Context: an optimization exercise on an open-source flow, tuned for small area, a short achievable clock period and few clock cycles per item. The choices shown serve that exercise and are no tape-out recipe. Function was checked by simulation only, so behaviour that the tests miss may differ from the original.

==> flow/design.v <==
module sfp_norm_seq #(
  parameter int COL = 8,
  parameter int BW_PSUM = 20,
  parameter int OUT_SHIFT = 8,
  parameter int SW = BW_PSUM + $clog2(COL),
  parameter int BW_OUT = OUT_SHIFT + 2
) (
  input  logic                      clk,
  input  logic                      reset,
  input  logic                      mode_signed,
  input  logic                      mode_dual,
  input  logic                      in_valid,
  output logic                      in_ready,
  input  logic [COL*BW_PSUM-1:0]    in_row,
  output logic [SW-1:0]             sum_out,
  output logic                      sum_out_valid,
  input  logic [SW:0]               sum_in,
  input  logic                      sum_in_valid,
  output logic                      out_valid,
  input  logic                      out_ready,
  output logic [COL*BW_OUT-1:0]     out_row,
  output logic                      busy
);
  localparam int NS = 7;             
  localparam int RW = 25;            
  logic v0, v1, v2, vo;
  logic [NS:1] vd;
  logic xd1;                         
  logic hold, adv, go1, en1, en0;
  logic dm1;
  logic nv0, nv1, nv2, nvo;
  logic [NS:1] nvd;
  assign hold = vo & ~out_ready;
  assign adv  = ~hold;
  assign go1 = ~dm1 | xd1 | sum_in_valid;
  assign en1 = ~v1 | (adv & go1);
  assign en0 = ~v0 | en1;
  assign in_ready = en0;
  assign out_valid = vo;
  assign nv0 = en0 ? in_valid : v0;
  assign nv1 = en1 ? v0 : v1;
  assign nv2 = adv ? v1 & go1 : v2;
  assign nvd = adv ? {vd[NS-1:1], v2} : vd;
  assign nvo = adv ? vd[NS] : vo;
  always_ff @(posedge clk) begin
    if (reset) begin
      v0 <= 1'b0;
      v1 <= 1'b0;
      v2 <= 1'b0;
      vd <= '0;
      vo <= 1'b0;
      busy <= 1'b0;
    end else begin
      v0 <= nv0;
      v1 <= nv1;
      v2 <= nv2;
      vd <= nvd;
      vo <= nvo;
      busy <= nv0 | nv1 | nv2 | (|nvd) | nvo;
    end
  end
  function automatic logic [22:0] fa_s(input logic [22:0] a, input logic [22:0] b, input logic [22:0] c);
    fa_s = a ^ b ^ c;
  endfunction
  function automatic logic [22:0] fa_c(input logic [22:0] a, input logic [22:0] b, input logic [22:0] c, input logic cin);
    logic [22:0] m;
    m = (a & b) | (a & c) | (b & c);
    fa_c = {m[21:0], cin};
  endfunction
  logic [22:0] y [COL];
  logic [COL-1:0] g;
  logic [BW_PSUM-1:0] a_in [COL];
  logic [COL-1:0] ng_in;
  logic [22:0] l1s0, l1c0, l1s1, l1c1, l1s2, l1c2, l2s0, l2c0, l2s1, l2c1, l3s, l3c, l4s, l4c;
  always_comb begin
    for (int c = 0; c < COL; c++) begin
      g[c] = in_row[c*BW_PSUM + BW_PSUM-1];
      y[c] = {4'b0, in_row[c*BW_PSUM +: BW_PSUM-1] ^ {(BW_PSUM-1){g[c]}}};
      a_in[c] = g[c] ? -in_row[c*BW_PSUM +: BW_PSUM] : in_row[c*BW_PSUM +: BW_PSUM];
      ng_in[c] = g[c] & mode_signed;
    end
    l1s0 = fa_s(y[0], y[1], y[2]);          l1c0 = fa_c(y[0], y[1], y[2], g[1]);
    l1s1 = fa_s(y[3], y[4], y[5]);          l1c1 = fa_c(y[3], y[4], y[5], g[2]);
    l1s2 = fa_s(y[6], y[7], {22'b0, g[0]}); l1c2 = fa_c(y[6], y[7], {22'b0, g[0]}, g[3]);
    l2s0 = fa_s(l1s0, l1c0, l1s1);          l2c0 = fa_c(l1s0, l1c0, l1s1, g[4]);
    l2s1 = fa_s(l1c1, l1s2, l1c2);          l2c1 = fa_c(l1c1, l1s2, l1c2, g[5]);
    l3s  = fa_s(l2s0, l2c0, l2s1);          l3c  = fa_c(l2s0, l2c0, l2s1, g[6]);
    l4s  = fa_s(l3s, l3c, l2c1);            l4c  = fa_c(l3s, l3c, l2c1, g[7]);
  end
  logic [BW_PSUM-1:0] a0 [COL];
  logic [COL-1:0] ng0;
  logic dm0;
  logic [COL-1:0] nz0;
  logic [22:0] cs0, cc0;
  always_ff @(posedge clk) begin
    if (en0) begin
      for (int c = 0; c < COL; c++) a0[c] <= a_in[c];
      ng0 <= ng_in;
      dm0 <= mode_dual;
      for (int c = 0; c < COL; c++) nz0[c] <= |in_row[c*BW_PSUM +: BW_PSUM];
      cs0 <= l4s;
      cc0 <= l4c;
    end
  end
  logic [BW_PSUM-1:0] a1 [COL];
  logic [COL-1:0] ng1;
  logic [COL-1:0] nz1;
  logic [SW-1:0] s1;
  logic [SW:0] p1;
  always_ff @(posedge clk) begin
    if (reset) xd1 <= 1'b0;
    else if (en1) xd1 <= 1'b0;
    else if (v1 && dm1 && !xd1 && sum_in_valid) xd1 <= 1'b1;
    if (en1) begin
      for (int c = 0; c < COL; c++) a1[c] <= a0[c];
      ng1 <= ng0;
      dm1 <= dm0;
      nz1 <= nz0;
      s1 <= cs0 + cc0;
    end
    if (!xd1) p1 <= sum_in;
  end
  assign sum_out = s1;
  assign sum_out_valid = v1 & dm1 & ~xd1;
  logic [BW_PSUM-1:0] a4 [COL];
  logic [COL-1:0] ng4;
  logic [SW:0] d4, psel, dsum;
  logic [COL-1:0] nz4;
  logic pz4;
  assign psel = dm1 ? (xd1 ? p1 : sum_in) : '0;
  assign dsum = {1'b0, s1} + psel;
  always_ff @(posedge clk) begin
    if (adv) begin
      for (int c = 0; c < COL; c++) a4[c] <= a1[c];
      ng4 <= ng1;
      d4 <= {dsum[SW:1], dsum[0] | (~|nz1 & (psel == '0))};
      nz4 <= nz1;
      pz4 <= psel == '0;
    end
  end
  logic [RW-1:0] r [NS+1][COL];
  logic [SW:0] dd [NS+1];
  logic [COL-1:0] ngd [NS+1];
  logic [COL-1:0] q8 [NS+1];
  logic [NS-1:0] qb [NS+1][COL];    
  logic [RW-1:0] rn [NS+1][COL];
  function automatic logic [RW-1:0] bk_add(input logic [RW-1:0] x, input logic [RW-1:0] y, input logic ci);
    logic [RW-1:0] p, gg, pp;
    logic [RW:0] carry;
    p = x ^ y;
    gg = x & y;
    pp = p;
    for (int l = 1; l < RW; l = l * 2)
      for (int i = 2*l-1; i < RW; i += 2*l) begin
        gg[i] = gg[i] | (pp[i] & gg[i-l]);
        pp[i] = pp[i] & pp[i-l];
      end
    for (int l = 8; l >= 1; l = l / 2)
      for (int i = 3*l-1; i < RW; i += 2*l) begin
        gg[i] = gg[i] | (pp[i] & gg[i-l]);
        pp[i] = pp[i] & pp[i-l];
      end
    carry[0] = ci;
    for (int i = 0; i < RW; i++) carry[i+1] = gg[i] | (pp[i] & ci);
    bk_add = p ^ carry[RW-1:0];
  endfunction
  function automatic logic [RW-1:0] nr_step(input logic [RW-1:0] rr, input logic qbit, input logic [SW:0] dv);
    logic slo, shi;
    slo = ~rr[RW-1];
    shi = qbit;
    nr_step = bk_add({rr[RW-2:0], 1'b0}, {shi, dv[SW:12] ^ {(SW-11){shi}}, dv[11:0] ^ {12{slo}}}, slo);
  endfunction
  always_comb begin
    for (int c = 0; c < COL; c++) begin
      rn[0][c] = bk_add({4'b0, a4[c], 1'b0}, ~{1'b0, d4}, 1'b1);
      for (int j = 1; j <= NS; j++) rn[j][c] = nr_step(r[j][c], qb[j][c][j-1], dd[j]);
    end
  end
  always_ff @(posedge clk) begin
    if (adv) begin
      dd[1] <= d4;
      ngd[1] <= ng4;
      for (int c = 0; c < COL; c++) begin
        r[1][c] <= rn[0][c];
        q8[1][c] <= nz4[c] & ~|(nz4 & ~(COL'(1) << c)) & pz4;
        qb[1][c] <= '0;
        qb[1][c][0] <= ~rn[0][c][RW-1];
      end
      for (int j = 2; j <= NS; j++) begin
        dd[j] <= dd[j-1];
        ngd[j] <= ngd[j-1];
        q8[j] <= q8[j-1];
        for (int c = 0; c < COL; c++) begin
          r[j][c] <= rn[j-1][c];
          qb[j][c] <= qb[j-1][c];
          qb[j][c][j-1] <= ~rn[j-1][c][RW-1];
        end
      end
    end
  end
  logic [COL*BW_OUT-1:0] row_fin;
  logic [BW_OUT-2:0] hh, nh;
  logic b0;
  always_comb begin
    hh = '0;
    nh = '0;
    b0 = 1'b0;
    for (int c = 0; c < COL; c++) begin
      hh = '0;
      for (int k = 0; k < NS; k++) hh[6-k] = qb[NS][c][k];
      nh = -hh;
      b0 = ~rn[NS][c][RW-1];
      if (q8[NS][c]) row_fin[c*BW_OUT +: BW_OUT] = ngd[NS][c] ? 10'h300 : 10'h100;
      else if (!ngd[NS][c]) row_fin[c*BW_OUT +: BW_OUT] = {hh, b0};
      else row_fin[c*BW_OUT +: BW_OUT] = b0 ? {~hh, 1'b1} : {nh, 1'b0};
    end
  end
  always_ff @(posedge clk) begin
    if (adv) out_row <= row_fin;
  end
endmodule
==> flow/run.sh <==
#!/bin/bash
# synth_recipe.tcl (not shown) runs the flow's synth.tcl, then flattens the netlist and writes it again
# the make line also repeats each setting of config.mk as NAME=value (left out here)
make -C /OpenROAD-flow-scripts/flow DESIGN_CONFIG=/design/flow/config.mk WORK_HOME=/design/flow/orfs CLKGATE_MAP_FILE= SYNTH_SCRIPT=/design/flow/synth_recipe.tcl finish
==> flow/config.mk <==
export PLATFORM = sky130hd
export DESIGN_NAME = sfp_norm_seq
export DESIGN_NICKNAME = sfp_norm_seq
export VERILOG_FILES = /design/flow/design.v
export SDC_FILE = /design/flow/constraint.sdc
export NUM_CORES = 4
export LEC_CHECK = 0
export ABC_AREA = 1
export CAP_MARGIN = 20
export CORE_MARGIN = 2
export CORE_UTILIZATION = 60
export CTS_BUF_LIST = sky130_fd_sc_hd__clkbuf_8 sky130_fd_sc_hd__clkbuf_16
export CTS_CLUSTER_DIAMETER = 60
export CTS_CLUSTER_SIZE = 30
export SETUP_SLACK_MARGIN = 2.8
export SLEW_MARGIN = 20
==> flow/constraint.sdc <==
create_clock -name core_clock -period 6.0 [get_ports {clk}]
set_input_delay 1.2000 -clock core_clock [delete_from_list [all_inputs] [get_ports {clk}]]
set_output_delay 1.2000 -clock core_clock [all_outputs]
set_load 0.01 [all_outputs]
==> results of run 1 <==
-- cells in the mapped netlist (127+ instances only) --
cell | instances | area share, %
sky130_fd_sc_hd__nand2_1 | 3432 | 7.7
sky130_fd_sc_hd__edfxtp_1 | 2597 | 47
sky130_fd_sc_hd__inv_1 | 1981 | 4.5
sky130_fd_sc_hd__xor2_1 | 1605 | 8.5
sky130_fd_sc_hd__ha_1 | 1592 | 12
sky130_fd_sc_hd__xnor2_1 | 1211 | 6.4
sky130_fd_sc_hd__a21oi_1 | 1092 | 3.3
sky130_fd_sc_hd__nor2_1 | 964 | 2.2
sky130_fd_sc_hd__nand3_1 | 682 | 2.1
sky130_fd_sc_hd__clkbuf_1 | 235 | 0.53
sky130_fd_sc_hd__o21ai_0 | 133 | 0.40
sky130_fd_sc_hd__fa_1 | 127 | 1.5
-- cell families after synthesis --
| logic type | Yosys count |
|---|---|
| AOI/OAI and AO/OA | 1587 |
| xor gates and xnor gates | 2816 |
| adders and majority gates | 1719 |
| buffers and inverters | 2443 |
| DFF | 2634 |
| muxes | 15 |
| and+or+nand+nor | 5432 |
-- metal layers --
metal  vias to the layer above  GRT usage (%)  wire length [µm]
met1                     52175           38.7            182000
met2                      2869           59.1            235000
li1                      56482              -                 -
met4                        20           27.2             49300
met5                         -              0                92
met3                      1100           3.94             20600
-- worst paths after layout --
kind | startpoint | end | slack [ns] | depth (start not counted)
setup reg to reg | r[32][24] | r[40][24] | 2.77 | 10
hold / removal | a0[4][12] | a1[4][12] | 0.40 | 0
hold reg to reg | a0[4][12] | a1[4][12] | 0.40 | 0
setup / recovery | sum_in_valid | in_ready | 2.50 | 7
-- area by class of cell --
cell class / count / area [µm²]
Sequential cell: 2634 / 78700
Clock buffer: 208 / 5200
Fill cell: 21548 / 87200
Timing Repair Buffer: 937 / 10100
Multi-Input combinational cell: 11569 / 80200
Clock inverter: 163 / 2190
Inverter: 2006 / 7770
Antenna cell: 8 / 20.0
Tap cell: 3705 / 4640
-- registers in the layout, summed over array words and instances, names as in the netlist, 21 cells and up --
register and flops:
r 1393, qb 224, dd 167, a0 160, a1 160, a4 160, out_row 80, ngd 56
q8 56, d4 24, p1 24, s1 23, cc0 22, cs0 21
-- repair_timing --
item	in CTS	in global routing
resized for setup	385	289
endpoints found under the setup margin	1295	591
pin swaps	32	45
setup buffers	359	171
gates cloned	2	11
-- worst max-delay path, cell delays in order --
cell and delay, ns:
sky130_fd_sc_hd__dlygate4sd2_1 0.24, sky130_fd_sc_hd__nand3b_1 0.24, sky130_fd_sc_hd__nand2_4 0.14, sky130_fd_sc_hd__nand2_8 0.06, sky130_fd_sc_hd__clkinvlp_4 0.12, sky130_fd_sc_hd__nand2_8 0.10, sky130_fd_sc_hd__buf_6 0.16
==> tab_implementation.tex, run 1 <==
\begin{tabular}{lr}
\hline
Metric & Value \\
\hline
\multicolumn{2}{l}{\textbf{Clock network}} \\
Clock root buffer & sky130\_fd\_sc\_hd\_\_clkbuf\_16 \\
CTS tree & built \\
Clock transition at path regs & 0.10 ns \\
TritonCTS Buffers & 202 \\
Max Root-Sink Buffers & 4 \\
CTS H-tree depth & 4 \\
Clock sinks & 2634 \\
Quantity of hold-fixing buffers added after cts & 0 \\
Clock network latency to the later pin of the worst-skew pair & 0.93 ns \\
\multicolumn{2}{l}{\textbf{Final layout}} \\
Synth-to-Final Area Change & 13.5\% \\
Layout cell share with drive strength beyond 1 & 8.89\% \\
Number of standard cells in the layout, taps in and fillers out & 21.2k \\
Total number of nets in the final design & 19.3k \\
Final Core Density & 68.4\% \\
Final std cell area, no fill & 189000 µm² \\
Leading cell type in the layout, fill and taps excluded & sky130\_fd\_sc\_hd\_\_nand2\_1 \\
Most used cells in the layout excluding fill and tap cells & 3401 x sky130\_fd\_sc\_hd\_\_nand2\_1, 2597 x sky130\_fd\_sc\_hd\_\_edfxtp\_1, 1926 x sky130\_fd\_sc\_hd\_\_inv\_1, 1585 x sky130\_fd\_sc\_hd\_\_ha\_1, 1553 x sky130\_fd\_sc\_hd\_\_xor2\_1 \\
\multicolumn{2}{l}{\textbf{Synthesis}} \\
Mapped Nets & 18.6k \\
Sequential-to-total area share from yosys stat & 47.3\% \\
Multiplexer share of the synthesized area & 0.0903\% \\
Cell count after synthesis & 16.6k \\
Async set-reset flop share out of synthesis & 0\% \\
Most instantiated flip-flop cell in the synthesis netlist & sky130\_fd\_sc\_hd\_\_edfxtp\_1 \\
Adder-cell share of the synthesized area & 13.5\% \\
Main combinational cell family by area after synthesis & XOR/XNOR gates \\
Compound-Gate Fraction of Synth Area & 5.35\% \\
Summed instance area of the synthesized netlist & 166000 µm² \\
Warning count from the yosys run & 12 \\
Number of different library cells in the post-synthesis netlist & 53 \\
Syn\_area\_per\_cell & 9.99 µm² \\
Fraction of synthesized cell area in xor and xnor cells & 14.8\% \\
Count of flip-flops with a built-in enable after synthesis & 2597 \\
Simple-gate portion of the synthesized area & 13.3\% \\
Synthesized flop and latch total & 2634 \\
\multicolumn{2}{l}{\textbf{Timing}} \\
Max-slew violation total from the final report & 0 \\
RSZ-0062 raised after global routing & true \\
Sum of negative setup slack & 0 ns \\
Worst slew margin relative to its limit & 18.7\% \\
Worst-Margin Slew & 1.22 ns \\
Final worst path period need & 3.50 ns \\
Upper clock frequency limit & 286 MHz \\
Worst path setup slack after routing & 2.50 ns \\
Worst hold margin & 0.402 ns \\
Clock Skew & 0.0495 ns \\
Crit share post-route & 58.3\% \\
Setup-violating endpoint count in the final report & 0 \\
Hold Fails Final Rpt & 0 \\
\multicolumn{2}{l}{\textbf{Critical path}} \\
Critical path class & in -> out \\
Worst setup EP type & output port \\
Largest driver fanout on the critical path & 2 \\
Data arrival time of the worst path & 2.30 ns \\
Req. time, crit path & 4.80 ns \\
Worst Setup Start Kind & input port \\
\multicolumn{2}{l}{\textbf{GRT}} \\
Total Routing Usage GR & 34.3\% \\
Global-route wire length before repair & 698000 µm \\
Number of global-route vias before repair & 108k \\
Initial antenna violation count & 14 \\
Pin count of the biggest net entering global routing & 187 \\
Final global-route overflow total & 0 \\
\multicolumn{2}{l}{\textbf{Placed design}} \\
Total of buffers placed on input and output ports & 297 \\
DP HPWL & 386000 µm \\
Post-placement worst setup slack & 1.27 ns \\
RD Place Congestion & 1.00 \\
Cells after DPL & 20.3k \\
Area of placed instances & 173000 µm² \\
\multicolumn{2}{l}{\textbf{Worst hold path}} \\
Worst hold path type & reg -> reg \\
\multicolumn{2}{l}{\textbf{Detailed routing}} \\
Router iterations before antenna repair & 6 \\
Count of vias placed by the detailed router & 113k \\
Number of violations reported at the end of detailed-routing iteration 0 & 7397 \\
Via density & 5.31 \\
Residual DRC & 0 \\
Post-detailed-routing wire length & 487000 µm \\
Routed wirelength normalized by instance count & 22.9 µm \\
Post-route ant nets & 0 \\
\multicolumn{2}{l}{\textbf{Floorplan}} \\
Die Y-Extent & 531 µm \\
Die width & 531 µm \\
Placeable core region & 276000 µm² \\
Area of the die & 281000 µm² \\
Number of ports placed on the die boundary & 298 \\
Starting density of the core & 60.3\% \\
Standard-cell rows & 193 \\
\multicolumn{2}{l}{\textbf{Flow run}} \\
Max Cap Violations & 0 \\
\multicolumn{2}{l}{\textbf{Run status}} \\
Result of the run & timing/DRC/antenna clean \\
\hline
\end{tabular}
Testbench counts, summed over its fixed seeds: cycles 1,368, rows 1,280.
==> run 2: changes to the inputs <==
--- a/flow/design.v
+++ b/flow/design.v
@@ -35,7 +35,8 @@
   assign go1 = ~dm1 | xd1 | sum_in_valid;
   assign en1 = ~v1 | (adv & go1);
   assign en0 = ~v0 | en1;
-  assign in_ready = en0;
+  logic ir_e, ir_o, ir_x;
+  assign in_ready = ir_e | ((ir_o | out_ready) & (ir_x | sum_in_valid));
   assign out_valid = vo;
   assign nv0 = en0 ? in_valid : v0;
   assign nv1 = en1 ? v0 : v1;
@@ -58,6 +59,16 @@
       vo <= nvo;
       busy <= nv0 | nv1 | nv2 | (|nvd) | nvo;
     end
+  end
+  always_ff @(posedge clk) begin
+    if (reset) begin
+      ir_e <= 1'b1;
+      ir_o <= 1'b1;
+    end else begin
+      ir_e <= ~nv0 | ~nv1;
+      ir_o <= ~nvo;
+    end
+    ir_x <= ~(en1 ? dm0 : dm1) | (~reset & ~en1 & (xd1 | (v1 & dm1 & sum_in_valid)));
   end
   function automatic logic [22:0] fa_s(input logic [22:0] a, input logic [22:0] b, input logic [22:0] c);
     fa_s = a ^ b ^ c;
--- a/flow/config.mk
+++ b/flow/config.mk
@@ -12,5 +12,5 @@
 export CTS_BUF_LIST = sky130_fd_sc_hd__clkbuf_8 sky130_fd_sc_hd__clkbuf_16
 export CTS_CLUSTER_DIAMETER = 60
 export CTS_CLUSTER_SIZE = 30
-export SETUP_SLACK_MARGIN = 2.8
+export SETUP_SLACK_MARGIN = 3.1
 export SLEW_MARGIN = 20
==> tab_implementation.tex, run 2 <==
\begin{tabular}{lr}
\hline
Metric & Value \\
\hline
\multicolumn{2}{l}{\textbf{GRT}} \\
Number of global-route vias before repair & 112k (was 108k) \\
Final global-route overflow total & 0 (unchanged) \\
Pin count of the biggest net entering global routing & 180 (was 187) \\
Total Routing Usage GR & 36.3\% (was 34.3\%) \\
Global-route wire length before repair & 731000 µm (was 698000 µm) \\
Initial antenna violation count & 28 (was 14) \\
\multicolumn{2}{l}{\textbf{Detailed routing}} \\
Post-detailed-routing wire length & 534000 µm (was 487000 µm) \\
Via density & 5.55 (was 5.31) \\
Number of violations reported at the end of detailed-routing iteration 0 & 8986 (was 7397) \\
Post-route ant nets & 0 (unchanged) \\
Router iterations before antenna repair & 6 (unchanged) \\
Routed wirelength normalized by instance count & 24.8 µm (was 22.9 µm) \\
Count of vias placed by the detailed router & 119k (was 113k) \\
Residual DRC & 0 (unchanged) \\
\multicolumn{2}{l}{\textbf{Synthesis}} \\
Area fraction of the dominant cell type after synthesis & 47.2\% (was 46.9\%) \\
Cell count after synthesis & 16.3k (was 16.6k) \\
Summed instance area of the synthesized netlist & 165000 µm² (was 166000 µm²) \\
Number of different library cells in the post-synthesis netlist & 56 (was 53) \\
Leading area contributor after synthesis & sky130\_fd\_sc\_hd\_\_edfxtp\_1 (unchanged) \\
Most frequent cells after synthesis & 3353 x sky130\_fd\_sc\_hd\_\_nand2\_1, 2596 x sky130\_fd\_sc\_hd\_\_edfxtp\_1, 1782 x sky130\_fd\_sc\_hd\_\_inv\_1 (was 3432 x sky130\_fd\_sc\_hd\_\_nand2\_1, 2597 x sky130\_fd\_sc\_hd\_\_edfxtp\_1, 1981 x sky130\_fd\_sc\_hd\_\_inv\_1) \\
Dominant cell by count in the synthesized netlist & sky130\_fd\_sc\_hd\_\_nand2\_1 (unchanged) \\
Synthesized flop and latch total & 2637 (was 2634) \\
Count of flip-flops with a built-in enable after synthesis & 2596 (was 2597) \\
Most instantiated flip-flop cell in the synthesis netlist & sky130\_fd\_sc\_hd\_\_edfxtp\_1 (unchanged) \\
Async set-reset flop share out of synthesis & 0\% (unchanged) \\
Warning count from the yosys run & 12 (unchanged) \\
Mapped Nets & 18.2k (was 18.6k) \\
Syn\_area\_per\_cell & 10.1 µm² (was 9.99 µm²) \\
Sequential-to-total area share from yosys stat & 47.7\% (was 47.3\%) \\
Synth top area cells & sky130\_fd\_sc\_hd\_\_edfxtp\_1 47\%, sky130\_fd\_sc\_hd\_\_ha\_1 12\%, sky130\_fd\_sc\_hd\_\_xor2\_1 8.4\% (was sky130\_fd\_sc\_hd\_\_edfxtp\_1 47\%, sky130\_fd\_sc\_hd\_\_ha\_1 12\%, sky130\_fd\_sc\_hd\_\_xor2\_1 8.5\%) \\
\multicolumn{2}{l}{\textbf{Critical path}} \\
Req. time, crit path & 6.69 ns (was 4.80 ns) \\
First element of the critical path & r[31][24] (was sum\_in\_valid) \\
Worst-case reg-to-reg path depth & 15 (was 10) \\
Worst Path Buf+Inv & 3 (unchanged) \\
Critical path class & reg -> reg (was in -> out) \\
Worst Setup Start Kind & flip-flop (was input port) \\
Worst setup EP type & flip-flop (was output port) \\
Worst flop-to-flop path startpoint & r[31][24] (was r[32][24]) \\
Destination of the worst register-to-register timing path & r[39][24] (was r[40][24]) \\
Kind of cell with the highest combined delay on the critical path & simple AND/OR/NAND/NOR gates (unchanged) \\
Minimum setup slack among reg-to-reg paths & 2.84 ns (was 2.77 ns) \\
Data arrival time of the worst path & 3.86 ns (was 2.30 ns) \\
Sequence of cells on the critical path & buf\_12, buf\_16, xnor2\_4, ha\_4, inv\_2, nor2\_2, nand3\_2, nor2\_4, nand4\_1, nand3\_4, nand2\_4, nand2\_4, nand2\_4, nand3\_2, nand2\_2 (was dlygate4sd2\_1, nand3b\_1, nand2\_4, nand2\_8, clkinvlp\_4, nand2\_8, buf\_6) \\
Most common cell type on the critical path & sky130\_fd\_sc\_hd\_\_nand2\_4 (was sky130\_fd\_sc\_hd\_\_nand2\_8) \\
Peak per-stage delay on the critical path & 0.43 ns (was 0.24 ns) \\
Crit path max-delay cell type & sky130\_fd\_sc\_hd\_\_nand4\_1 (was sky130\_fd\_sc\_hd\_\_dlygate4sd2\_1) \\
Largest driver fanout on the critical path & 8 (was 2) \\
\multicolumn{2}{l}{\textbf{Floorplan}} \\
Die Y-Extent & 529 µm (was 531 µm) \\
Standard-cell rows & 192 (was 193) \\
Number of ports placed on the die boundary & 298 (unchanged) \\
Starting density of the core & 60.3\% (about the same) \\
Placeable core region & 274000 µm² (was 276000 µm²) \\
Area of the die & 279000 µm² (was 281000 µm²) \\
Die width & 529 µm (was 531 µm) \\
\multicolumn{2}{l}{\textbf{Timing}} \\
RSZ-0062 raised after global routing & true (unchanged) \\
Clock Skew & 0.0618 ns (was 0.0495 ns) \\
Worst slew margin relative to its limit & 30.6\% (was 18.7\%) \\
Final worst path period need & 3.16 ns (was 3.50 ns) \\
Setup-violating endpoint count in the final report & 0 (unchanged) \\
Worst-Margin Slew & 1.04 ns (was 1.22 ns) \\
Max-slew violation total from the final report & 0 (unchanged) \\
Hold Fails Final Rpt & 0 (unchanged) \\
Crit share post-route & 52.7\% (was 58.3\%) \\
Upper clock frequency limit & 316 MHz (was 286 MHz) \\
\multicolumn{2}{l}{\textbf{Run status}} \\
Result of the run & timing/DRC/antenna clean (unchanged) \\
\multicolumn{2}{l}{\textbf{Placed design}} \\
DP HPWL & 385000 µm (was 386000 µm) \\
Total of buffers placed on input and output ports & 297 (unchanged) \\
RD Place Congestion & 1.02 (was 1.00) \\
Cells after DPL & 19.9k (was 20.3k) \\
\multicolumn{2}{l}{\textbf{Final layout}} \\
Largest register FFs & 1393 (unchanged) \\
Number of standard cells in the layout, taps in and fillers out & 21.5k (was 21.2k) \\
Filler Cell Count & 18.5k (was 21.5k) \\
Most used cells in the layout excluding fill and tap cells & 2752 x sky130\_fd\_sc\_hd\_\_nand2\_1, 2596 x sky130\_fd\_sc\_hd\_\_edfxtp\_1, 1656 x sky130\_fd\_sc\_hd\_\_inv\_1, 1534 x sky130\_fd\_sc\_hd\_\_xor2\_1, 1509 x sky130\_fd\_sc\_hd\_\_ha\_1 (was 3401 x sky130\_fd\_sc\_hd\_\_nand2\_1, 2597 x sky130\_fd\_sc\_hd\_\_edfxtp\_1, 1926 x sky130\_fd\_sc\_hd\_\_inv\_1, 1585 x sky130\_fd\_sc\_hd\_\_ha\_1, 1553 x sky130\_fd\_sc\_hd\_\_xor2\_1) \\
Largest registers ranked by flip-flop count & r (1393), qb (224), dd (167) (unchanged) \\
Synth-to-Final Area Change & 23.7\% (was 13.5\%) \\
Layout cell share with drive strength beyond 1 & 22.0\% (was 8.89\%) \\
Leading cell type in the layout, fill and taps excluded & sky130\_fd\_sc\_hd\_\_nand2\_1 (unchanged) \\
Biggest register & r (unchanged) \\
Total number of nets in the final design & 19.7k (was 19.3k) \\
Final Core Density & 74.6\% (was 68.4\%) \\
\multicolumn{2}{l}{\textbf{Clock network}} \\
Clock transition at path regs & 0.10 ns (about the same) \\
CTS H-tree depth & 4 (unchanged) \\
Clock network latency to the later pin of the worst-skew pair & 0.97 ns (was 0.93 ns) \\
Max Root-Sink Buffers & 4 (unchanged) \\
Clock sinks & 2637 (was 2634) \\
Clock root buffer & sky130\_fd\_sc\_hd\_\_clkbuf\_16 (unchanged) \\
TritonCTS Buffers & 204 (was 202) \\
CTS tree & built (unchanged) \\
\multicolumn{2}{l}{\textbf{Worst hold path}} \\
Number of instances on the worst hold path & 0 (unchanged) \\
Worst hold path type & reg -> reg (unchanged) \\
Endpoint of the worst hold-timing path & a4[7][9] (was a1[4][12]) \\
Launch instance of the worst min-delay path & a1[7][9] (was a0[4][12]) \\
\multicolumn{2}{l}{\textbf{Flow run}} \\
Max Cap Violations & 0 (unchanged) \\
\hline
\end{tabular}
## run 2: cell types whose count changed in the layout (fill, tap and decap cells not counted), moves of 148 or more
cell,previous run,this run
sky130_fd_sc_hd__nand2_1,3401,2752
sky130_fd_sc_hd__buf_4,468,1002
sky130_fd_sc_hd__nand2_2,32,401
sky130_fd_sc_hd__inv_1,1926,1656
sky130_fd_sc_hd__nor2_1,906,666
sky130_fd_sc_hd__a21oi_1,1064,838
sky130_fd_sc_hd__nand2_4,3,193
sky130_fd_sc_hd__a21oi_2,28,186
sky130_fd_sc_hd__nand3_1,657,505
sky130_fd_sc_hd__nor2_4,18,166
## run 2: cell type report
class	count	area [µm²]	share of cell area (%)
diodes	18	45.0	0.0221
flip-flops and latches	2637	78800	38.6
clock inverters	169	2140	1.05
inverters	1793	6990	3.42
repair buffers	1705	17700	8.65
well taps	3589	4490	2.20
multi-input cells	11425	88900	43.5
clock buffers	207	5180	2.54
## run 2: logic make-up after synthesis
logic type	count (synthesis)	synth area share (%)
DFF	2637	47.7
and+or+nand+nor	5330	13.3
xor gates and xnor gates	2787	14.8
AOI/OAI and AO/OA	1568	5.37
muxes	11	0.0667
adders and majority gates	1719	13.6
buffers and inverters	2235	5.19
## run 2: worst reg2reg max path, stage by stage (launching register included)
cell and delay, ns:
sky130_fd_sc_hd__edfxtp_1 0.42, sky130_fd_sc_hd__buf_12 0.17, sky130_fd_sc_hd__buf_16 0.20, sky130_fd_sc_hd__xnor2_4 0.15
sky130_fd_sc_hd__ha_4 0.28, sky130_fd_sc_hd__inv_2 0.04, sky130_fd_sc_hd__nor2_2 0.16, sky130_fd_sc_hd__nand3_2 0.15
sky130_fd_sc_hd__nor2_4 0.22, sky130_fd_sc_hd__nand4_1 0.43, sky130_fd_sc_hd__nand3_4 0.31, sky130_fd_sc_hd__nand2_4 0.08
sky130_fd_sc_hd__nand2_4 0.09, sky130_fd_sc_hd__nand2_4 0.07, sky130_fd_sc_hd__nand3_2 0.07, sky130_fd_sc_hd__nand2_2 0.07
## run 2: through the flow
| stage | setup TNS (ns) | setup WS (ns) | hold slack [ns] | cell area [µm²] |
|---|---|---|---|---|
| 2_1_floorplan | -2514.68 | -1.74 | 0.400 | 165000 |
| 3_3_place_gp | 0 | 0.968 | 0.400 | 172000 |
| 3_5_place_dp | 0 | 1.00 | 0.405 | 172000 |
| 4_1_cts | 0 | 2.89 | 0.375 | 192000 |
| 5_1_grt | 0 | 2.82 | 0.383 | 204000 |
| 6_report | 0 | 2.84 | 0.375 | 204000 |
## run 2: worst max path at each step
stage,endpoint,slack (ns),depth (start not counted)
final,r[39][24],2.84,15
after global routing,cs0[0],2.82,10
after detailed placement,cs0[18],1.00,9
after CTS,cs0[8],2.89,8
after global placement,cs0[18],0.97,9
after floorplan,busy,-1.74,7
## run 2: timing repair
item | CTS | global route
gates cloned | 20 | 24
setup endpoints to repair | 3015 | 961
gates resized for setup | 1457 | 1859
pin swaps | 368 | 950
hold endpoints to repair | 0 | 0
hold buffers | 0 | 0
setup buffers | 788 | 441
## run 2: metal layers
metal,wire (µm),GRT usage [%],vias to the layer above
met1,187000,39.6,56363
met5,123,0,-
li1,-,-,57194
met2,253000,61.5,4176
met4,66700,33.8,18
met3,27200,4.71,1735
Testbench counts of run 2, summed over its fixed seeds: cycles 1,368, rows 1,280.
==> run 3: changes to the inputs <==
--- a/flow/config.mk
+++ b/flow/config.mk
@@ -12,5 +12,5 @@
 export CTS_BUF_LIST = sky130_fd_sc_hd__clkbuf_8 sky130_fd_sc_hd__clkbuf_16
 export CTS_CLUSTER_DIAMETER = 60
 export CTS_CLUSTER_SIZE = 30
-export SETUP_SLACK_MARGIN = 3.1
+export SETUP_SLACK_MARGIN = 2.6
 export SLEW_MARGIN = 20
==> tab_implementation.tex, run 3 <==
\begin{tabular}{lr}
\hline
Metric & Value \\
\hline
\multicolumn{2}{l}{\textbf{Synthesis}} \\
Count of flip-flops with a built-in enable after synthesis & 2596 (unchanged) \\
Mapped Nets & 18.2k (unchanged) \\
Most frequent cells after synthesis & 3353 x sky130\_fd\_sc\_hd\_\_nand2\_1, 2596 x sky130\_fd\_sc\_hd\_\_edfxtp\_1, 1782 x sky130\_fd\_sc\_hd\_\_inv\_1 (unchanged) \\
Fraction of synthesized cell area in xor and xnor cells & 14.8\% (unchanged) \\
Syn\_area\_per\_cell & 10.1 µm² (unchanged) \\
Synthesized flop and latch total & 2637 (unchanged) \\
Number of different library cells in the post-synthesis netlist & 56 (unchanged) \\
Warning count from the yosys run & 12 (unchanged) \\
Most instantiated flip-flop cell in the synthesis netlist & sky130\_fd\_sc\_hd\_\_edfxtp\_1 (unchanged) \\
Dominant cell by count in the synthesized netlist & sky130\_fd\_sc\_hd\_\_nand2\_1 (unchanged) \\
Summed instance area of the synthesized netlist & 165000 µm² (unchanged) \\
Sequential-to-total area share from yosys stat & 47.7\% (unchanged) \\
Compound-Gate Fraction of Synth Area & 5.37\% (unchanged) \\
Area fraction of the dominant cell type after synthesis & 47.2\% (unchanged) \\
Async set-reset flop share out of synthesis & 0\% (unchanged) \\
Synth top area cells & sky130\_fd\_sc\_hd\_\_edfxtp\_1 47\%, sky130\_fd\_sc\_hd\_\_ha\_1 12\%, sky130\_fd\_sc\_hd\_\_xor2\_1 8.4\% (unchanged) \\
Simple-gate portion of the synthesized area & 13.3\% (unchanged) \\
Cell count after synthesis & 16.3k (unchanged) \\
Leading area contributor after synthesis & sky130\_fd\_sc\_hd\_\_edfxtp\_1 (unchanged) \\
Main combinational cell family by area after synthesis & XOR/XNOR gates (unchanged) \\
Multiplexer share of the synthesized area & 0.0667\% (unchanged) \\
Adder-cell share of the synthesized area & 13.6\% (unchanged) \\
\multicolumn{2}{l}{\textbf{Detailed routing}} \\
Post-detailed-routing wire length & 485000 µm (was 534000 µm) \\
Via density & 5.40 (was 5.55) \\
Post-route ant nets & 0 (unchanged) \\
Count of vias placed by the detailed router & 112k (was 119k) \\
Router iterations before antenna repair & 6 (unchanged) \\
Number of violations reported at the end of detailed-routing iteration 0 & 7931 (was 8986) \\
Routed wirelength normalized by instance count & 23.4 µm (was 24.8 µm) \\
Residual DRC & 0 (unchanged) \\
\multicolumn{2}{l}{\textbf{Floorplan}} \\
Placeable core region & 274000 µm² (unchanged) \\
Standard-cell rows & 192 (unchanged) \\
Number of ports placed on the die boundary & 298 (unchanged) \\
Die Y-Extent & 529 µm (unchanged) \\
Die width & 529 µm (unchanged) \\
Area of the die & 279000 µm² (unchanged) \\
Starting density of the core & 60.3\% (unchanged) \\
\multicolumn{2}{l}{\textbf{GRT}} \\
Pin count of the biggest net entering global routing & 180 (unchanged) \\
Global-route wire length before repair & 698000 µm (was 731000 µm) \\
Initial antenna violation count & 18 (was 28) \\
Total Routing Usage GR & 34.6\% (was 36.3\%) \\
Final global-route overflow total & 0 (unchanged) \\
Number of global-route vias before repair & 107k (was 112k) \\
\multicolumn{2}{l}{\textbf{Timing}} \\
Setup-violating endpoint count in the final report & 0 (unchanged) \\
Sum of negative setup slack & 0 ns (unchanged) \\
Crit share post-route & 56.9\% (was 52.7\%) \\
Worst path setup slack after routing & 2.59 ns (was 2.84 ns) \\
Worst slew margin relative to its limit & 27.4\% (was 30.6\%) \\
Hold Fails Final Rpt & 0 (unchanged) \\
Clock Skew & 0.0620 ns (was 0.0618 ns) \\
Worst-Margin Slew & 1.09 ns (was 1.04 ns) \\
Final worst path period need & 3.41 ns (was 3.16 ns) \\
RSZ-0062 raised after global routing & true (unchanged) \\
Max-slew violation total from the final report & 0 (unchanged) \\
Worst hold margin & 0.377 ns (was 0.375 ns) \\
Upper clock frequency limit & 293 MHz (was 316 MHz) \\
\multicolumn{2}{l}{\textbf{Placed design}} \\
Post-placement worst setup slack & 1.00 ns (unchanged) \\
DP HPWL & 385000 µm (unchanged) \\
RD Place Congestion & 1.02 (unchanged) \\
Total of buffers placed on input and output ports & 297 (unchanged) \\
\multicolumn{2}{l}{\textbf{Final layout}} \\
Layout cell share with drive strength beyond 1 & 7.37\% (was 22.0\%) \\
Biggest register & r (unchanged) \\
Synth-to-Final Area Change & 11.9\% (was 23.7\%) \\
Largest registers ranked by flip-flop count & r (1393), qb (224), dd (167) (unchanged) \\
Largest register FFs & 1393 (unchanged) \\
Leading cell type in the layout, fill and taps excluded & sky130\_fd\_sc\_hd\_\_nand2\_1 (unchanged) \\
Most used cells in the layout excluding fill and tap cells & 3319 x sky130\_fd\_sc\_hd\_\_nand2\_1, 2596 x sky130\_fd\_sc\_hd\_\_edfxtp\_1, 1778 x sky130\_fd\_sc\_hd\_\_inv\_1, 1589 x sky130\_fd\_sc\_hd\_\_ha\_1, 1587 x sky130\_fd\_sc\_hd\_\_xor2\_1 (was 2752 x sky130\_fd\_sc\_hd\_\_nand2\_1, 2596 x sky130\_fd\_sc\_hd\_\_edfxtp\_1, 1656 x sky130\_fd\_sc\_hd\_\_inv\_1, 1534 x sky130\_fd\_sc\_hd\_\_xor2\_1, 1509 x sky130\_fd\_sc\_hd\_\_ha\_1) \\
Final Core Density & 67.5\% (was 74.6\%) \\
Total number of nets in the final design & 18.8k (was 19.7k) \\
\multicolumn{2}{l}{\textbf{Run status}} \\
Result of the run & timing/DRC/antenna clean (unchanged) \\
\multicolumn{2}{l}{\textbf{Critical path}} \\
Most common cell type on the critical path & sky130\_fd\_sc\_hd\_\_fa\_1 (was sky130\_fd\_sc\_hd\_\_nand2\_4) \\
Peak per-stage delay on the critical path & 0.50 ns (was 0.43 ns) \\
Sequence of cells on the critical path & buf\_2, clkinv\_1, ha\_1, inv\_1, fa\_1, fa\_1, fa\_1, inv\_1, fa\_1 (was buf\_12, buf\_16, xnor2\_4, ha\_4, inv\_2, nor2\_2, nand3\_2, nor2\_4, nand4\_1, nand3\_4, nand2\_4, nand2\_4, nand2\_4, nand3\_2, nand2\_2) \\
Crit path max-delay cell type & sky130\_fd\_sc\_hd\_\_fa\_1 (was sky130\_fd\_sc\_hd\_\_nand4\_1) \\
Critical path class & in -> reg (was reg -> reg) \\
Worst-case reg-to-reg path depth & 11 (was 15) \\
Req. time, crit path & 6.70 ns (was 6.69 ns) \\
Largest driver fanout on the critical path & 3 (was 8) \\
Data arrival time of the worst path & 4.11 ns (was 3.86 ns) \\
Worst setup EP type & flip-flop (unchanged) \\
Worst Setup Start Kind & input port (was flip-flop) \\
\multicolumn{2}{l}{\textbf{Clock network}} \\
Clock root buffer & sky130\_fd\_sc\_hd\_\_clkbuf\_16 (unchanged) \\
TritonCTS Buffers & 204 (unchanged) \\
CTS tree & built (unchanged) \\
CTS H-tree depth & 4 (unchanged) \\
Clock sinks & 2637 (unchanged) \\
Clock network latency to the later pin of the worst-skew pair & 0.96 ns (was 0.97 ns) \\
Max Root-Sink Buffers & 4 (unchanged) \\
Clock transition at path regs & 0.09 ns (was 0.10 ns) \\
\multicolumn{2}{l}{\textbf{Worst hold path}} \\
Number of instances on the worst hold path & 0 (unchanged) \\
Worst hold path type & reg -> reg (unchanged) \\
\multicolumn{2}{l}{\textbf{Flow run}} \\
Max Cap Violations & 0 (unchanged) \\
\hline
\end{tabular}
-- run 3: cell types whose count changed in the layout (fill, tap and decap cells not counted), sizes merged, moves of 5 or more --
cell and change:
buf -823, clkdlybuf4s50 +237, dlygate4sd2 -169, clkbuf -53, clkinvlp -43, clkdlybuf4s15 -42, inv +40, dlymetal6s2s +20
diode -10, nand3 -8, bufbuf -5
-- run 3: cell type report --
class | count | area, µm²
tap | 3589 | 4490
antenna | 8 | 20.0
sequential | 2637 | 78800
multi-input combinational | 11417 | 78500
inverter | 1793 | 6790
clock buffer | 207 | 5180
clock inverter | 169 | 2140
fill | 21264 | 88800
timing repair buffer | 870 | 8890
-- run 3: final timing paths --
path,from,to,slack (ns)
worst max-delay path,in_row[79],cs0[18],2.59
worst min register to register,a1[7][9],a4[7][9],0.38
worst min-delay path,a1[7][9],a4[7][9],0.38
worst max register to register,dd[3][18],r[39][24],2.59
-- run 3: cell families (layout without fill, tap and decap cells) --
group | after synthesis | after routing
other | 0 | 8
muxes | 11 | 11
adders and majority gates | 1719 | 1719
buffers and inverters | 2235 | 3039
DFF | 2637 | 2637
AOI/OAI and AO/OA | 1568 | 1568
and+or+nand+nor | 5330 | 5332
xor gates and xnor gates | 2787 | 2787
-- run 3: worst max-delay path, delay by kind of cell --
family / cells / cell delay [ns]
adders and majority gates: 5 / 2.31
buffers and inverters: 4 / 0.60
-- run 3: what timing repair did --
action | CTS | global route
hold buffers | 0 | 0
gates resized for setup | 56 | 175
cloned | 1 | 1
endpoints found under the setup margin | 504 | 469
setup buffers | 247 | 182
pin swaps | 6 | 17
-- run 3: metrics by stage --
stage	std cells	instance area [µm²]
after floorplan	16287	165000
after global placement	19875	172000
after detailed placement	19875	172000
after CTS	20499	182000
after global routing	20684	185000
final	20690	185000
-- run 3: routing by layer --
metal / global-route usage, % / vias to the layer above / routed length [µm]
met4: 28.3 / 22 / 48900
met2: 59.2 / 3044 / 232000
met1: 39.1 / 52083 / 182000
met3: 4.00 / 1169 / 21500
li1: - / 55468 / -
met5: 0 / - / 132
==> run 4: changes to the inputs <==
--- a/flow/config.mk
+++ b/flow/config.mk
@@ -8,9 +8,9 @@
 export ABC_AREA = 1
 export CAP_MARGIN = 20
 export CORE_MARGIN = 2
-export CORE_UTILIZATION = 60
+export CORE_UTILIZATION = 55
 export CTS_BUF_LIST = sky130_fd_sc_hd__clkbuf_8 sky130_fd_sc_hd__clkbuf_16
 export CTS_CLUSTER_DIAMETER = 60
 export CTS_CLUSTER_SIZE = 30
-export SETUP_SLACK_MARGIN = 2.6
+export SETUP_SLACK_MARGIN = 2.8
 export SLEW_MARGIN = 20
==> tab_implementation.tex, run 4 <==
\begin{tabular}{lr}
\hline
Metric & Value \\
\hline
\multicolumn{2}{l}{\textbf{Run status}} \\
Result of the run & timing/DRC/antenna clean (unchanged) \\
\multicolumn{2}{l}{\textbf{Timing}} \\
Clock Skew & 0.0357 ns (was 0.0620 ns) \\
Setup-violating endpoint count in the final report & 0 (unchanged) \\
Upper clock frequency limit & 308 MHz (was 293 MHz) \\
Final worst path period need & 3.25 ns (was 3.41 ns) \\
Worst-Margin Slew & 1.06 ns (was 1.09 ns) \\
Worst slew margin relative to its limit & 29.2\% (was 27.4\%) \\
RSZ-0062 raised after global routing & true (unchanged) \\
Hold Fails Final Rpt & 0 (unchanged) \\
Max-slew violation total from the final report & 0 (unchanged) \\
Sum of negative setup slack & 0 ns (unchanged) \\
Crit share post-route & 54.1\% (was 56.9\%) \\
\multicolumn{2}{l}{\textbf{Detailed routing}} \\
Post-detailed-routing wire length & 499000 µm (was 485000 µm) \\
Post-route ant nets & 0 (unchanged) \\
Count of vias placed by the detailed router & 112k (about the same) \\
Router iterations before antenna repair & 6 (unchanged) \\
Residual DRC & 0 (unchanged) \\
Routed wirelength normalized by instance count & 23.4 µm (about the same) \\
Number of violations reported at the end of detailed-routing iteration 0 & 7911 (was 7931) \\
Via density & 5.24 (was 5.40) \\
\multicolumn{2}{l}{\textbf{Synthesis}} \\
Syn\_area\_per\_cell & 10.1 µm² (unchanged) \\
Dominant cell by count in the synthesized netlist & sky130\_fd\_sc\_hd\_\_nand2\_1 (unchanged) \\
Leading area contributor after synthesis & sky130\_fd\_sc\_hd\_\_edfxtp\_1 (unchanged) \\
Most frequent cells after synthesis & 3353 x sky130\_fd\_sc\_hd\_\_nand2\_1, 2596 x sky130\_fd\_sc\_hd\_\_edfxtp\_1, 1782 x sky130\_fd\_sc\_hd\_\_inv\_1 (unchanged) \\
Async set-reset flop share out of synthesis & 0\% (unchanged) \\
Synthesized flop and latch total & 2637 (unchanged) \\
Mapped Nets & 18.2k (unchanged) \\
Count of flip-flops with a built-in enable after synthesis & 2596 (unchanged) \\
Cell count after synthesis & 16.3k (unchanged) \\
Area fraction of the dominant cell type after synthesis & 47.2\% (unchanged) \\
Number of different library cells in the post-synthesis netlist & 56 (unchanged) \\
Most instantiated flip-flop cell in the synthesis netlist & sky130\_fd\_sc\_hd\_\_edfxtp\_1 (unchanged) \\
Warning count from the yosys run & 12 (unchanged) \\
Summed instance area of the synthesized netlist & 165000 µm² (unchanged) \\
Sequential-to-total area share from yosys stat & 47.7\% (unchanged) \\
Synth top area cells & sky130\_fd\_sc\_hd\_\_edfxtp\_1 47\%, sky130\_fd\_sc\_hd\_\_ha\_1 12\%, sky130\_fd\_sc\_hd\_\_xor2\_1 8.4\% (unchanged) \\
\multicolumn{2}{l}{\textbf{Clock network}} \\
TritonCTS Buffers & 225 (was 204) \\
Max Root-Sink Buffers & 4 (unchanged) \\
Clock network latency to the later pin of the worst-skew pair & 0.96 ns (about the same) \\
Clock root buffer & sky130\_fd\_sc\_hd\_\_clkbuf\_16 (unchanged) \\
Clock transition at path regs & 0.10 ns (was 0.09 ns) \\
CTS H-tree depth & 4 (unchanged) \\
CTS tree & built (unchanged) \\
Clock sinks & 2637 (unchanged) \\
\multicolumn{2}{l}{\textbf{Floorplan}} \\
Number of ports placed on the die boundary & 298 (unchanged) \\
Placeable core region & 299000 µm² (was 274000 µm²) \\
Standard-cell rows & 201 (was 192) \\
Die width & 552 µm (was 529 µm) \\
Die Y-Extent & 552 µm (was 529 µm) \\
Starting density of the core & 55.2\% (was 60.3\%) \\
Area of the die & 305000 µm² (was 279000 µm²) \\
\multicolumn{2}{l}{\textbf{Placed design}} \\
DP HPWL & 393000 µm (was 385000 µm) \\
Total of buffers placed on input and output ports & 297 (unchanged) \\
Cells after DPL & 20.3k (was 19.9k) \\
RD Place Congestion & 0.979 (was 1.02) \\
\multicolumn{2}{l}{\textbf{Final layout}} \\
Most used cells in the layout excluding fill and tap cells & 3218 x sky130\_fd\_sc\_hd\_\_nand2\_1, 2596 x sky130\_fd\_sc\_hd\_\_edfxtp\_1, 1746 x sky130\_fd\_sc\_hd\_\_inv\_1, 1588 x sky130\_fd\_sc\_hd\_\_ha\_1, 1573 x sky130\_fd\_sc\_hd\_\_xor2\_1 (was 3319 x sky130\_fd\_sc\_hd\_\_nand2\_1, 2596 x sky130\_fd\_sc\_hd\_\_edfxtp\_1, 1778 x sky130\_fd\_sc\_hd\_\_inv\_1, 1589 x sky130\_fd\_sc\_hd\_\_ha\_1, 1587 x sky130\_fd\_sc\_hd\_\_xor2\_1) \\
Layout cell share with drive strength beyond 1 & 10.2\% (was 7.37\%) \\
Largest register FFs & 1393 (unchanged) \\
Biggest register & r (unchanged) \\
Number of standard cells in the layout, taps in and fillers out & 21.3k (was 20.7k) \\
Largest registers ranked by flip-flop count & r (1393), qb (224), dd (167) (unchanged) \\
Synth-to-Final Area Change & 15.2\% (was 11.9\%) \\
Leading cell type in the layout, fill and taps excluded & sky130\_fd\_sc\_hd\_\_nand2\_1 (unchanged) \\
Total number of nets in the final design & 19.0k (was 18.8k) \\
\multicolumn{2}{l}{\textbf{GRT}} \\
Final global-route overflow total & 0 (unchanged) \\
Number of global-route vias before repair & 106k (was 107k) \\
Pin count of the biggest net entering global routing & 184 (was 180) \\
Initial antenna violation count & 19 (was 18) \\
Global-route wire length before repair & 707000 µm (was 698000 µm) \\
Total Routing Usage GR & 32.3\% (was 34.6\%) \\
\multicolumn{2}{l}{\textbf{Critical path}} \\
Critical path class & in -> reg (unchanged) \\
Largest driver fanout on the critical path & 3 (unchanged) \\
Worst-case reg-to-reg path depth & 13 (was 11) \\
Worst Setup Start Kind & input port (unchanged) \\
Data arrival time of the worst path & 3.94 ns (was 4.11 ns) \\
Req. time, crit path & 6.70 ns (about the same) \\
Minimum setup slack among reg-to-reg paths & 2.80 ns (was 2.59 ns) \\
Worst setup EP type & flip-flop (unchanged) \\
Worst flop-to-flop path startpoint & r[30][24] (was dd[3][18]) \\
Destination of the worst register-to-register timing path & r[38][15] (was r[39][24]) \\
\multicolumn{2}{l}{\textbf{Worst hold path}} \\
Launch instance of the worst min-delay path & a0[4][9] (was a1[7][9]) \\
Number of instances on the worst hold path & 0 (unchanged) \\
Endpoint of the worst hold-timing path & a1[4][9] (was a4[7][9]) \\
Worst hold path type & reg -> reg (unchanged) \\
\multicolumn{2}{l}{\textbf{Flow run}} \\
Max Cap Violations & 0 (unchanged) \\
\hline
\end{tabular}
-- run 4: cell families after synthesis --
kind of cell | Yosys count | synth area share [%]
DFF | 2637 | 47.7
xor gates and xnor gates | 2787 | 14.8
AOI/OAI and AO/OA | 1568 | 5.37
adders and majority gates | 1719 | 13.6
buffers and inverters | 2235 | 5.19
muxes | 11 | 0.0667
and+or+nand+nor | 5330 | 13.3
-- run 4: worst max-delay path by stage --
| stage | from | to | cells after the start | slack, ns |
|---|---|---|---|---|
| after floorplan | out_ready | busy | 7 | -1.74 |
| after global placement | in_row[39] | cs0[18] | 9 | 1.03 |
| after detailed placement | in_row[39] | cs0[18] | 9 | 0.98 |
| after CTS | dd[6][0] | r[63][24] | 12 | 2.65 |
| after global routing | d4[1] | r[13][15] | 16 | 2.70 |
| final | in_row[159] | cs0[18] | 9 | 2.75 |
-- run 4: worst max-delay path, cell delays in order --
cell and delay, ns:
sky130_fd_sc_hd__buf_4 0.18, sky130_fd_sc_hd__clkinvlp_4 0.34, sky130_fd_sc_hd__ha_4 0.33, sky130_fd_sc_hd__ha_1 0.30, sky130_fd_sc_hd__fa_1 0.50, sky130_fd_sc_hd__inv_1 0.05, sky130_fd_sc_hd__fa_1 0.54, sky130_fd_sc_hd__inv_1 0.06
sky130_fd_sc_hd__fa_1 0.42
-- run 4: metal layers --
layer	GRT usage [%]	share of wire [%]	routed length, µm	vias to the layer above
met5	0	0.012	60	-
met4	24.7	9.7	48600	10
met1	37.2	38	192000	51892
met3	3.53	3.7	18400	1103
met2	55.3	48	240000	2616
li1	-	-	-	55947
-- run 4: area by class of cell --
type,count,area [µm²]
fill,24614,109000
timing repair buffer,1044,11200
clock buffer,229,5730
clock inverter,191,2630
multi-input combinational,11415,79900
antenna,12,30.0
inverter,1793,6890
tap,3958,4950
sequential,2637,78800
-- run 4: metrics by stage --
step	hold slack [ns]	utilization (%)	area, µm²	setup WS (ns)
2_1_floorplan	0.400	-	165000	-1.74
3_3_place_gp	0.400	57.6	173000	1.03
3_5_place_dp	0.405	57.6	173000	0.977
4_1_cts	0.412	62.3	187000	2.65
5_1_grt	0.416	63.5	190000	2.70
6_report	0.410	63.5	190000	2.75
-- run 4: timing repair --
item | in CTS | in global routing
resized for setup | 361 | 429
endpoints found under the setup margin | 1188 | 633
cloned | 0 | 11
setup buffers | 420 | 163
hold buffers | 0 | 0
pin swaps | 43 | 102
==> run 5: changes to the inputs <==
--- a/flow/config.mk
+++ b/flow/config.mk
@@ -8,9 +8,10 @@
 export ABC_AREA = 1
 export CAP_MARGIN = 20
 export CORE_MARGIN = 2
-export CORE_UTILIZATION = 55
+export CORE_UTILIZATION = 60
 export CTS_BUF_LIST = sky130_fd_sc_hd__clkbuf_8 sky130_fd_sc_hd__clkbuf_16
 export CTS_CLUSTER_DIAMETER = 60
 export CTS_CLUSTER_SIZE = 30
 export SETUP_SLACK_MARGIN = 2.8
 export SLEW_MARGIN = 20
+export TNS_END_PERCENT = 30
==> tab_implementation.tex, run 5 <==
\begin{tabular}{lr}
\hline
Metric & Value \\
\hline
\multicolumn{2}{l}{\textbf{Run status}} \\
Result of the run & timing/DRC/antenna clean (unchanged) \\
\multicolumn{2}{l}{\textbf{Placed design}} \\
Area of placed instances & 172000 µm² (was 173000 µm²) \\
RD Place Congestion & 1.02 (was 0.979) \\
Total of buffers placed on input and output ports & 297 (unchanged) \\
DP HPWL & 385000 µm (was 393000 µm) \\
\multicolumn{2}{l}{\textbf{Timing}} \\
Sum of negative setup slack & 0 ns (unchanged) \\
Final worst path period need & 3.39 ns (was 3.25 ns) \\
RSZ-0062 raised after global routing & true (unchanged) \\
Upper clock frequency limit & 295 MHz (was 308 MHz) \\
Clock Skew & 0.0646 ns (was 0.0357 ns) \\
Worst hold margin & 0.373 ns (was 0.410 ns) \\
Setup-violating endpoint count in the final report & 0 (unchanged) \\
Hold Fails Final Rpt & 0 (unchanged) \\
Max-slew violation total from the final report & 0 (unchanged) \\
Crit share post-route & 56.5\% (was 54.1\%) \\
Worst slew margin relative to its limit & 24.6\% (was 29.2\%) \\
Worst-Margin Slew & 1.13 ns (was 1.06 ns) \\
\multicolumn{2}{l}{\textbf{Final layout}} \\
Filler Cell Count & 20.9k (was 24.6k) \\
Leading cell type in the layout, fill and taps excluded & sky130\_fd\_sc\_hd\_\_nand2\_1 (unchanged) \\
Total number of nets in the final design & 19.0k (about the same) \\
Area taken by flip-flops and latches & 78800 µm² (about the same) \\
Final std cell area, no fill & 188000 µm² (was 190000 µm²) \\
Biggest register & r (unchanged) \\
Layout cell share with drive strength beyond 1 & 9.73\% (was 10.2\%) \\
Largest register FFs & 1393 (unchanged) \\
Largest registers ranked by flip-flop count & r (1393), qb (224), dd (167) (unchanged) \\
Final Core Density & 68.8\% (was 63.5\%) \\
Most used cells in the layout excluding fill and tap cells & 3248 x sky130\_fd\_sc\_hd\_\_nand2\_1, 2596 x sky130\_fd\_sc\_hd\_\_edfxtp\_1, 1755 x sky130\_fd\_sc\_hd\_\_inv\_1, 1586 x sky130\_fd\_sc\_hd\_\_ha\_1, 1578 x sky130\_fd\_sc\_hd\_\_xor2\_1 (was 3218 x sky130\_fd\_sc\_hd\_\_nand2\_1, 2596 x sky130\_fd\_sc\_hd\_\_edfxtp\_1, 1746 x sky130\_fd\_sc\_hd\_\_inv\_1, 1588 x sky130\_fd\_sc\_hd\_\_ha\_1, 1573 x sky130\_fd\_sc\_hd\_\_xor2\_1) \\
Multi-input gate area in the final layout & 79800 µm² (was 79900 µm²) \\
Synth-to-Final Area Change & 14.0\% (was 15.2\%) \\
\multicolumn{2}{l}{\textbf{Synthesis}} \\
Main combinational cell family by area after synthesis & XOR/XNOR gates (unchanged) \\
Syn\_area\_per\_cell & 10.1 µm² (unchanged) \\
Area fraction of the dominant cell type after synthesis & 47.2\% (unchanged) \\
Number of different library cells in the post-synthesis netlist & 56 (unchanged) \\
Async set-reset flop share out of synthesis & 0\% (unchanged) \\
Dominant cell by count in the synthesized netlist & sky130\_fd\_sc\_hd\_\_nand2\_1 (unchanged) \\
Most instantiated flip-flop cell in the synthesis netlist & sky130\_fd\_sc\_hd\_\_edfxtp\_1 (unchanged) \\
Compound-Gate Fraction of Synth Area & 5.37\% (unchanged) \\
Fraction of synthesized cell area in xor and xnor cells & 14.8\% (unchanged) \\
Count of flip-flops with a built-in enable after synthesis & 2596 (unchanged) \\
Warning count from the yosys run & 12 (unchanged) \\
Sequential-to-total area share from yosys stat & 47.7\% (unchanged) \\
Cell count after synthesis & 16.3k (unchanged) \\
Simple-gate portion of the synthesized area & 13.3\% (unchanged) \\
Synthesized flop and latch total & 2637 (unchanged) \\
Synth top area cells & sky130\_fd\_sc\_hd\_\_edfxtp\_1 47\%, sky130\_fd\_sc\_hd\_\_ha\_1 12\%, sky130\_fd\_sc\_hd\_\_xor2\_1 8.4\% (unchanged) \\
Multiplexer share of the synthesized area & 0.0667\% (unchanged) \\
Summed instance area of the synthesized netlist & 165000 µm² (unchanged) \\
Most frequent cells after synthesis & 3353 x sky130\_fd\_sc\_hd\_\_nand2\_1, 2596 x sky130\_fd\_sc\_hd\_\_edfxtp\_1, 1782 x sky130\_fd\_sc\_hd\_\_inv\_1 (unchanged) \\
Adder-cell share of the synthesized area & 13.6\% (unchanged) \\
Mapped Nets & 18.2k (unchanged) \\
Leading area contributor after synthesis & sky130\_fd\_sc\_hd\_\_edfxtp\_1 (unchanged) \\
\multicolumn{2}{l}{\textbf{Floorplan}} \\
Standard-cell rows & 192 (was 201) \\
Starting density of the core & 60.3\% (was 55.2\%) \\
Placeable core region & 274000 µm² (was 299000 µm²) \\
Die width & 529 µm (was 552 µm) \\
Die Y-Extent & 529 µm (was 552 µm) \\
Number of ports placed on the die boundary & 298 (unchanged) \\
Area of the die & 279000 µm² (was 305000 µm²) \\
\multicolumn{2}{l}{\textbf{Clock network}} \\
Clock transition at path regs & 0.09 ns (was 0.10 ns) \\
CTS tree & built (unchanged) \\
Clock sinks & 2637 (unchanged) \\
Clock network latency to the later pin of the worst-skew pair & 0.97 ns (was 0.96 ns) \\
Clock root buffer & sky130\_fd\_sc\_hd\_\_clkbuf\_16 (unchanged) \\
Quantity of hold-fixing buffers added after cts & 0 (unchanged) \\
Max Root-Sink Buffers & 4 (unchanged) \\
CTS H-tree depth & 4 (unchanged) \\
TritonCTS Buffers & 204 (was 225) \\
\multicolumn{2}{l}{\textbf{Critical path}} \\
Crit path max-delay cell type & sky130\_fd\_sc\_hd\_\_fa\_1 (unchanged) \\
Worst Setup Start Kind & input port (unchanged) \\
Critical path class & in -> reg (unchanged) \\
Worst Path Buf+Inv & 4 (unchanged) \\
Worst setup EP type & flip-flop (unchanged) \\
Peak per-stage delay on the critical path & 0.54 ns (about the same) \\
Sequence of cells on the critical path & clkbuf\_4, clkinv\_2, ha\_1, inv\_1, fa\_1, fa\_1, fa\_1, inv\_1, fa\_1 (was buf\_4, clkinvlp\_4, ha\_4, ha\_1, fa\_1, inv\_1, fa\_1, inv\_1, fa\_1) \\
Largest driver fanout on the critical path & 4 (was 3) \\
Most common cell type on the critical path & sky130\_fd\_sc\_hd\_\_fa\_1 (unchanged) \\
Data arrival time of the worst path & 4.09 ns (was 3.94 ns) \\
Kind of cell with the highest combined delay on the critical path & adder cells (unchanged) \\
Req. time, crit path & 6.70 ns (about the same) \\
\multicolumn{2}{l}{\textbf{Detailed routing}} \\
Residual DRC & 0 (unchanged) \\
Post-detailed-routing wire length & 492000 µm (was 499000 µm) \\
Via density & 5.41 (was 5.24) \\
Routed wirelength normalized by instance count & 23.6 µm (was 23.4 µm) \\
Post-route ant nets & 0 (unchanged) \\
Number of violations reported at the end of detailed-routing iteration 0 & 8489 (was 7911) \\
Router iterations before antenna repair & 8 (was 6) \\
Count of vias placed by the detailed router & 113k (was 112k) \\
\multicolumn{2}{l}{\textbf{Flow run}} \\
Max Cap Violations & 0 (unchanged) \\
\multicolumn{2}{l}{\textbf{GRT}} \\
Final global-route overflow total & 0 (unchanged) \\
Total Routing Usage GR & 34.8\% (was 32.3\%) \\
Pin count of the biggest net entering global routing & 180 (was 184) \\
Global-route wire length before repair & 701000 µm (was 707000 µm) \\
Number of global-route vias before repair & 108k (was 106k) \\
Initial antenna violation count & 26 (was 19) \\
\multicolumn{2}{l}{\textbf{Worst hold path}} \\
Worst hold path type & reg -> reg (unchanged) \\
\hline
\end{tabular}
-- run 5: cell counts after synthesis --
No cell type changed its count.
-- run 5: per-stage QoR --
step	cells	setup slack, ns
after CTS	20628	2.52
after global routing	20859	2.61
after floorplan	16287	-1.74
final	20868	2.61
after global placement	19875	0.968
after detailed placement	19875	1.00
-- run 5: worst paths after layout --
kind         depth (start not counted)  slack (ns)       start   endpoint
max                                  9        2.61  in_row[99]    cs0[18]
min                                  0        0.37    a1[7][9]   a4[7][9]
max reg2reg                         19        2.68   r[11][24]  r[19][24]
min reg2reg                          0        0.37    a1[7][9]   a4[7][9]
-- run 5: per-layer routing --
| metal | vias up | share of wire [%] | GRT usage [%] |
|---|---|---|---|
| met5 | - | 0.041 | 0 |
| met4 | 30 | 10 | 29.1 |
| met3 | 1239 | 4.6 | 4.14 |
| met2 | 3173 | 48 | 59.4 |
| met1 | 52571 | 37 | 39.0 |
| li1 | 55829 | - | - |
-- run 5: cells by family (layout without fill, tap and decap cells) --
group                    count (synthesis)  in the layout
other                                    0             13
buffers and inverters                 2235           3212
adder cells (fa/ha/maj)               1719           1719
AO/OA/AOI/OAI                         1568           1568
XOR/XNOR                              2787           2787
AND/OR/NAND/NOR                       5330           5332
flip-flops                            2637           2637
multiplexers                            11             11
-- run 5: area by class of cell --
type | count | area share (%)
diodes | 13 | 0.0173
clock buffers | 207 | 2.75
flip-flops and latches | 2637 | 41.9
multi-input cells | 11417 | 42.4
inverters | 1793 | 3.64
well taps | 3589 | 2.39
clock inverters | 169 | 1.14
repair buffers | 1043 | 5.83
-- run 5: timing repair --
item,4_1_cts,5_1_grt
cloned,1,9
pin swaps,29,97
gates resized for setup,228,440
buffers inserted,376,218
endpoints found under the setup margin,918,580

[what the ideal ports hide]
No port has a modelled driver above. Below, the same layouts with a new extraction and two added sets of constraints.
Step 1 assumes that a clkbuf_16 drives the clock port and a buf_2 every other input.
Step 2 times the ports against the registers' clock, not the clock port: input delays grow and output delays shrink by t, the midpoint of the rising clock arrivals with the driver on.
a / b / c = ideal ports / drivers / drivers and shift; a / b = the first two.
| run | shift t [ns] | setup slack, ns | worst setup path at the end | worst slew at a driven data input, ns | pins driven straight from the clock port |
|---|---|---|---|---|---|
| run 1 | 1.016 | 2.503 / 2.424 / 1.761 | input to register | 0.18 | 1 |
| run 2 | 1.048 | 2.835 / 2.835 / 1.859 | input to register | 0.15 | 1 |
| run 3 | 1.050 | 2.588 / 2.589 / 1.632 | input to register | 0.12 | 1 |
| run 4 | 1.038 | 2.754 / 2.735 / 1.784 | input to register | 0.08 | 1 |
| run 5 | 1.042 | 2.608 / 2.661 / 1.642 | input to register | 0.13 | 1 |
After both steps setup and hold are still met in every run listed. For run 2, which loses most, drivers alone change the setup slack by 0.000 ns; drivers and shift together by -0.976 ns.
